From an optimization exercise on the open Yosys and OpenROAD flow, aimed at small area, a short achievable clock period and few clock cycles per item; shortcuts taken in it are not production practice.
In this exercise RTL edits were held to simulation tests only and were not proved equivalent to the original.

==> flow/design.v (excerpt) <==
module frame_sync_period_tracker (
	input  logic                                  clk,
	input  logic                                  arst_n,
	input  logic                                  cfg_we,
	input  logic [fspt_pkg::LOSS_W-1:0]           cfg_wdata,
	input  logic                                  in_valid,
	output logic                                  in_ready,
	input  fspt_pkg::fspt_in_t                    in_item,
	output logic                                  out_valid,
	input  logic                                  out_ready,
	output fspt_pkg::fspt_out_t                   out_item
);
Size in the first run: ~130 I/O pins, roughly 15,000 um^2 of cells after synthesis.
export LEC_CHECK = 0
export ABC_AREA = 1
export CAP_MARGIN = 20
export CORE_MARGIN = 2
export CORE_UTILIZATION = 60
export CTS_CLUSTER_DIAMETER = 150
export CTS_CLUSTER_SIZE = 15
export SETUP_SLACK_MARGIN = 4.65
export SLEW_MARGIN = 20
create_clock -name core_clock -period 8.0 [get_ports {clk}]
standard.sh (not shown) runs the stock make flow with config.mk's settings and CLKGATE_MAP_FILE= SYNTH_SCRIPT=/design/flow/synth_recipe.tcl, a recipe that flattens the netlist after the stock synthesis.
==> flow/flow/run.sh <==
#!/bin/bash
# The standard layout (standard.sh: ORFS synthesis through finish), with
# one change: the buffers that ORFS puts on every input and output port are
# made from the plain sky130_fd_sc_hd__buf_1 cell instead of the delay-buffer
# cell buffer_ports picks by default. Timing repair may still resize them.
# ORFS's own per-step logs are kept under orfs/logs; the make output goes to
# standard.log in this folder.
set -euo pipefail
export BUFFER_PORTS_ARGS="-buffer_cell sky130_fd_sc_hd__buf_1"
bash standard.sh > standard.log 2>&1
Testbench counts at the start, summed over its fixed seeds: cycles 24,139, items 24,000.
Next try:
Settings changed: CTS_CLUSTER_SIZE 15 to 12, SETUP_SLACK_MARGIN 4.65 to 4.5.
Result:
- The new run completed without violations
- non-clock buffer count decreases by 10
- critical path depth is unchanged
- synthesized cell count is unchanged
- setup slack loses 0.15 ns
- die area is unchanged
- utilization drops by 0.86 points
- sequential share of layout area grows by 0.42 points
- clock-buffer cell count increases by 8
- first-iteration DRC count falls by 14%
- wire length shrinks by about 2%
Next try:
Settings changed: CTS_CLUSTER_SIZE 12 to 15, SETUP_SLACK_MARGIN 4.5 to 4.55.
Outcome: The changed run passed the timing, design-rule and antenna checks; global-route usage falls by 0.69 points; clock-buffer cell count falls by 9; critical path depth falls by 1; setup slack improves by 0.021 ns; clock skew falls by 0.0078 ns; routed wire length falls by 1.9%.
Next try:
Settings changed: ABC_AREA 1 to unset, SETUP_SLACK_MARGIN 4.55 to 4.7.
The new run went through all stages and came out clean; first-iteration DRC count is lower by 6.6%; final area is higher by 11%; cell count is lower by 15%.
Next try:
Settings changed: ABC_AREA set to 1, PLACE_DENSITY set to 0.7.
After rerunning: The changed run completed with no timing, DRC or antenna violations. Design area goes down by 6.2%. Count of clock-buffer cells in the layout does not change. Routed wire length goes down by 3.9%.
Next try:
Settings changed: CORE_UTILIZATION 60 to 62, PLACE_DENSITY 0.7 to unset, SETUP_SLACK_MARGIN 4.7 to 4.5.
Outcome: Fmax decreases by 5.1%; final cell count shrinks by 1.6%; register-to-register slack degrades by 0.25 ns; via count came out lower by 2.0%.

========
Starting RTL as in the previous note.
## frame_sync_period_tracker
module frame_sync_period_tracker (
	input  logic                                  clk,
	input  logic                                  arst_n,
	input  logic                                  cfg_we,
	input  logic [fspt_pkg::LOSS_W-1:0]           cfg_wdata,
	input  logic                                  in_valid,
	output logic                                  in_ready,
	input  fspt_pkg::fspt_in_t                    in_item,
	output logic                                  out_valid,
	input  logic                                  out_ready,
	output fspt_pkg::fspt_out_t                   out_item
);
	localparam int unsigned TW = fspt_pkg::TICK_W;
	logic                            h_valid;
	logic                            h_poll;
	logic [TW-1:0]                   h_tick;
	logic [TW-1:0]                   h_iv;       
	logic                            k_valid;
	logic                            k_poll;
	logic [TW-1:0]                   k_tick;
	logic                            out_valid_q;
	logic                            dropped_q;
	logic [fspt_pkg::LOSS_W-1:0]     loss_q;
	logic [fspt_pkg::FRAME_W-1:0]    frame_q;
	logic [TW-1:0]                   prev_q;
	logic [TW-1:0]                   period_q;
	logic                            locked_q;
	logic                            base_q;
	logic [TW:0]                     acc_q;      
	logic [2:0]                      idx_q;      
	logic                            lbit_q;     
	logic                            exact_q;
  ...
export LEC_CHECK = 0
export CAP_MARGIN = 20
export CORE_MARGIN = 2
export CORE_UTILIZATION = 60
export CTS_CLUSTER_DIAMETER = 150
export CTS_CLUSTER_SIZE = 15
export SETUP_SLACK_MARGIN = 4.5
export SLEW_MARGIN = 20
create_clock -name core_clock -period 8.0 [get_ports {clk}]
Scripts as last shown in full above: flow/flow/run.sh
Testbench counts at the start, summed over its fixed seeds: cycles 24,139, items 24,000.
Change:
Settings changed: ABC_AREA set to 1, CTS_CLUSTER_SIZE 15 to 12, SETUP_SLACK_MARGIN 4.5 to 4.7.
The new run finished with timing, DRC and antenna clean.
Worst setup slack gains 0.40 ns.
Via count rises by 10%.
Die area rose by 0.94%.
Maximum frequency came out higher by 12%.
Change:
Settings changed: CTS_CLUSTER_SIZE 12 to 15.
Global-route usage goes up by 0.13 points.
Worst hold slack gets better by 0.0030 ns.
Change:
Settings changed: SETUP_SLACK_MARGIN 4.7 to 4.6.
- critical path depth rose by 10
- register-to-register slack got worse by 0.10 ns
- via count fell by 0.51%
- worst setup slack got worse by 0.068 ns
- routed wire length fell by 0.62%
- non-clock buffer count fell by 15
- first-iteration DRC count fell by 0.77%
- worst hold slack got worse by 0.021 ns

========
frame_sync_period_tracker, a different RTL version from the one above (not shown whole).
Size: about 2000 cells after synthesis, ~230 flip-flops, roughly 130 I/O pins, about 16000 um2 of cells after synthesis.
clock: 8.0 ns
lec_check: 0
abc_area: 1
cap_margin: 20
core_margin: 2
core_utilization: 60
cts_cluster_size: 30
setup_slack_margin: 4.5
slew_margin: 20
Scripts as last shown in full above: flow/flow/run.sh
The starting point went through all stages and came out clean.
Testbench counts at the start, summed over its fixed seeds: cycles 24,139, items 24,000.
Edit:
Settings changed: CTS_CLUSTER_DIAMETER from default to 150, CTS_CLUSTER_SIZE 30 to 25.
Register-to-register slack got worse by 0.07 ns.
Edit:
==> flow/run.sh (new file) <==
#!/bin/bash
# synth_recipe.tcl (not shown) runs the flow's synth.tcl, then flattens the netlist and writes it again
# the make line also repeats each setting of config.mk as NAME=value (left out here)
make -C /OpenROAD-flow-scripts/flow DESIGN_CONFIG=/design/flow/config.mk WORK_HOME=/design/flow/orfs CLKGATE_MAP_FILE= SYNTH_SCRIPT=/design/flow/synth_recipe.tcl finish
Settings changed: ABC_AREA 1 to default, CTS_CLUSTER_DIAMETER 150 to default, CTS_CLUSTER_SIZE 25 to default, SETUP_SLACK_MARGIN 4.5 to 4.0.
removed: flow/flow/run.sh
removed: flow/standard.sh
=>
- The changed run produced a clean layout
- wire length is higher by 0.53%
- worst setup slack gets worse by 0.48 ns
- final cell count is lower by 17%
- via count is lower by 11%
- clock-buffer cell count is higher by 15
- global-route usage is higher by 1.4 points
- utilization is higher by 8.7 points
- die area is lower by 4.8%
Edit:
==> flow/flow/run.sh (new file) <==
#!/bin/bash
# The standard layout (standard.sh: ORFS synthesis through finish), with
# one change: the buffers that ORFS puts on every input and output port are
# made from the plain sky130_fd_sc_hd__buf_1 cell instead of the delay-buffer
# cell buffer_ports picks by default. Timing repair may still resize them.
# ORFS's own per-step logs are kept under orfs/logs; the make output goes to
# standard.log in this folder.
set -euo pipefail
export BUFFER_PORTS_ARGS="-buffer_cell sky130_fd_sc_hd__buf_1"
bash standard.sh > standard.log 2>&1
==> flow/standard.sh (new file) <==
#!/bin/bash
# synth_recipe.tcl (not shown) runs the flow's synth.tcl, then flattens the netlist and writes it again
# the make line also repeats each setting of config.mk as NAME=value (left out here)
make -C /OpenROAD-flow-scripts/flow DESIGN_CONFIG=/design/flow/config.mk WORK_HOME=/design/flow/orfs CLKGATE_MAP_FILE= SYNTH_SCRIPT=/design/flow/synth_recipe.tcl "${@:-finish}"
Settings changed: ABC_AREA from default to 1, CTS_BUF_LIST from default to sky130_fd_sc_hd__clkbuf_8, CTS_CLUSTER_DIAMETER from default to 50, CTS_CLUSTER_SIZE from default to 15, SETUP_SLACK_MARGIN 4.0 to 4.5.
removed: flow/run.sh
Effect: Routed wire length grows by 1.0%. Via count is higher by 13%. Cell area falls by 4.2%. Worst setup slack gains 0.50 ns. Critical path depth is higher by 4. Core utilization drops by 7.4 points. Clock skew increases by 0.0091 ns. Synthesized area increases by 5.2%. Die area rises by 5.1%. Worst hold slack is about the same.
Edit:
==> flow/run.sh (new file) <==
#!/bin/bash
# synth_recipe.tcl (not shown) runs the flow's synth.tcl, then flattens the netlist and writes it again
# the make line also repeats each setting of config.mk as NAME=value (left out here)
make -C /OpenROAD-flow-scripts/flow DESIGN_CONFIG=/design/flow/config.mk WORK_HOME=/design/flow/orfs CLKGATE_MAP_FILE= SYNTH_SCRIPT=/design/flow/synth_recipe.tcl finish
Settings changed: CTS_BUF_LIST sky130_fd_sc_hd__clkbuf_8 to default, CTS_CLUSTER_DIAMETER 50 to default, CTS_CLUSTER_SIZE 15 to default, SETUP_SLACK_MARGIN 4.5 to 4.75.
removed: flow/flow/run.sh
removed: flow/standard.sh
The changed run went through all stages and came out clean.
Final cell count rises by 3.8%.
Hold slack is worse by 0.016 ns.
Area after synthesis does not change.

========
== job 6594 ==
Starting RTL as in the previous note.
Settings: LEC_CHECK=0, ABC_AREA=1, CAP_MARGIN=20, CORE_MARGIN=2, CORE_UTILIZATION=60, SETUP_SLACK_MARGIN=5.0, SLEW_MARGIN=20; clock period 8.0 ns.
run.sh (not shown) runs the stock make flow with config.mk's settings and CLKGATE_MAP_FILE= SYNTH_SCRIPT=/design/flow/synth_recipe.tcl, a recipe that flattens the netlist after the stock synthesis.
Stock flow here: none of the scripts above is used.
Job 6594 ended with every stage complete and zero timing, DRC or antenna violations.
Testbench counts of job 6594, summed over its fixed seeds: cycles 24,139, items 24,000.
> inputs changed (job 6594 -> job 1858)
- an added CTS_CLUSTER_SIZE of 20
- an added CTS_CLUSTER_DIAMETER of 150
- a change of SETUP_SLACK_MARGIN from 5.0 to 4.5
==> flow/flow/run.sh (new file) <==
#!/bin/bash
# The standard layout (standard.sh: ORFS synthesis through finish), with
# one change: the buffers that ORFS puts on every input and output port are
# made from the plain sky130_fd_sc_hd__buf_1 cell instead of the delay-buffer
# cell buffer_ports picks by default. Timing repair may still resize them.
# ORFS's own per-step logs are kept under orfs/logs; the make output goes to
# standard.log in this folder.
set -euo pipefail
export BUFFER_PORTS_ARGS="-buffer_cell sky130_fd_sc_hd__buf_1"
bash standard.sh > standard.log 2>&1
==> flow/standard.sh (new file) <==
#!/bin/bash
# synth_recipe.tcl (not shown) runs the flow's synth.tcl, then flattens the netlist and writes it again
# the make line also repeats each setting of config.mk as NAME=value (left out here)
make -C /OpenROAD-flow-scripts/flow DESIGN_CONFIG=/design/flow/config.mk WORK_HOME=/design/flow/orfs CLKGATE_MAP_FILE= SYNTH_SCRIPT=/design/flow/synth_recipe.tcl "${@:-finish}"
removed: flow/run.sh
Findings:
In job 1858 the synthesis-to-layout area growth turned out 24 points lower than in job 6594. Fmax | job 1858 vs job 6594 | job 1858 faster. Compare job 6594 and job 1858 | clock period minus final worst setup slack lower: job 1858. Relative to job 6594, footprint of the multi-input gates has gone down in job 1858.
Modified inputs, job 895 compared to job 1858
- a deleted CTS_CLUSTER_SIZE that had been 20
- a change of CORE_UTILIZATION from 60 to 50
- a deleted CTS_CLUSTER_DIAMETER that had been 150
[summary]
- From job 1858 to job 895 the numbers moved as follows: instance count after placement with tap cells included +63, final design utilization shrank by 8.6 points, total CTS buffers went up, clock-buffer cell count grew by about 40%.
- Area of all placed cells without fillers (higher): job 895
- In job 895, the critical path depth came out 6 below the value in job 1858.
- Delta (job 895 minus job 1858): total length of routed wires shows an increase of 3.0%, worst-case setup margin in the final layout lost 43 ps.
Relative to job 895, the following input files were edited for job 8231:
- a change of CORE_UTILIZATION from 50 to 70
==> flow/run.sh (new file) <==
#!/bin/bash
# synth_recipe.tcl (not shown) runs the flow's synth.tcl, then flattens the netlist and writes it again
# the make line also repeats each setting of config.mk as NAME=value (left out here)
make -C /OpenROAD-flow-scripts/flow DESIGN_CONFIG=/design/flow/config.mk WORK_HOME=/design/flow/orfs CLKGATE_MAP_FILE= SYNTH_SCRIPT=/design/flow/synth_recipe.tcl finish
removed: flow/flow/run.sh
removed: flow/standard.sh
--- outcome ---
Summary of job 8231 over job 895: layout overhead on the synthesized area higher; top achievable clock speed fell 5.4%; cell count now smaller. Re CTS sink count: no difference whatsoever between job 895 and job 8231. Overall die area: job 8231 better than job 895. For core box area, dividing the value from job 8231 by the value from job 895 gives 0.71. Setup WNS job 895 -> job 8231: worse.
Input changes introduced in job 228 (baseline for comparison: job 8231):
- CORE_UTILIZATION now 50, was 70
Findings:
- For job 228, the end point of the critical path was h_iv[17], unlike job 8231, where it was h_iv[9].
- Of job 228 and job 8231, the lower clock skew belongs to job 228.
- Delta (job 228 minus job 8231): length in cells of the worst reg-to-reg path shrank by 4, effective utilization at floorplan fell by 20 points.

-- re-timing with driven ports --
The flow's constraints put no driver on any port. The routed layouts listed below were extracted and timed again, unchanged, in two steps. Step 1: set_driving_cell puts a clkbuf_16 on clk and a buf_2 on each other input, an assumption about the parent block. Step 2 also shifts input and output timing later by t, the mid clock arrival at the registers, as if the neighbouring blocks saw the same clock. Slacks: ideal / step 1 / step 2; pairs: ideal / step 1.
run	t, ns	setup slack, ns	worst setup path at the end	clock arrival spread, ns
the first run of note 1	0.544	4.774 / 4.739 / 4.250	input to register	0.026 / 0.026
the second run of note 1	0.564	4.622 / 4.640 / 4.076	input to register	0.033 / 0.033
the third run of note 1	0.542	4.643 / 4.647 / 4.111	input to register	0.025 / 0.025
the fourth run of note 1	0.536	4.357 / 4.357 / 3.871	input to register	0.036 / 0.035
the fifth run of note 1	0.546	4.731 / 4.742 / 4.213	input to register	0.022 / 0.023
the sixth run of note 1	0.542	4.557 / 4.557 / 4.106	input to register	0.021 / 0.022
the first run of note 2	0.544	4.356 / 4.367 / 3.829	input to register	0.021 / 0.021
the second run of note 2	0.560	4.756 / 4.734 / 4.225	input to register	0.030 / 0.031
the third run of note 2	0.545	4.787 / 4.739 / 4.286	input to register	0.041 / 0.040
the fourth run of note 2	0.549	4.719 / 4.742 / 4.195	input to register	0.026 / 0.026
the first run of note 3	0.573	4.574 / 4.601 / 4.028	input to register	0.022 / 0.021
the second run of note 3	0.520	4.531 / 4.531 / 4.053	input to register	0.041 / 0.040
the third run of note 3	0.568	4.056 / 4.067 / 3.514	input to register	0.015 / 0.015
the fourth run of note 3	0.633	4.559 / 4.559 / 3.967	input to register	0.023 / 0.023
the fifth run of note 3	0.569	4.513 / 4.524 / 3.956	input to register	0.021 / 0.021
job 6594	0.592	4.482 / 4.499 / 3.907	input to register	0.025 / 0.024
job 1858	0.536	4.574 / 4.574 / 4.069	input to register	0.031 / 0.031
job 895	0.603	4.531 / 4.549 / 3.946	input to register	0.020 / 0.021
job 8231	0.591	4.334 / 4.350 / 3.759	input to register	0.035 / 0.034
job 228	0.581	4.529 / 4.562 / 3.982	input to register	0.017 / 0.017
After both steps every run listed still meets setup and hold. The setup slack of the fourth run of note 3, which loses most, moves by 0.000 ns with the drivers and by -0.592 ns with both steps.
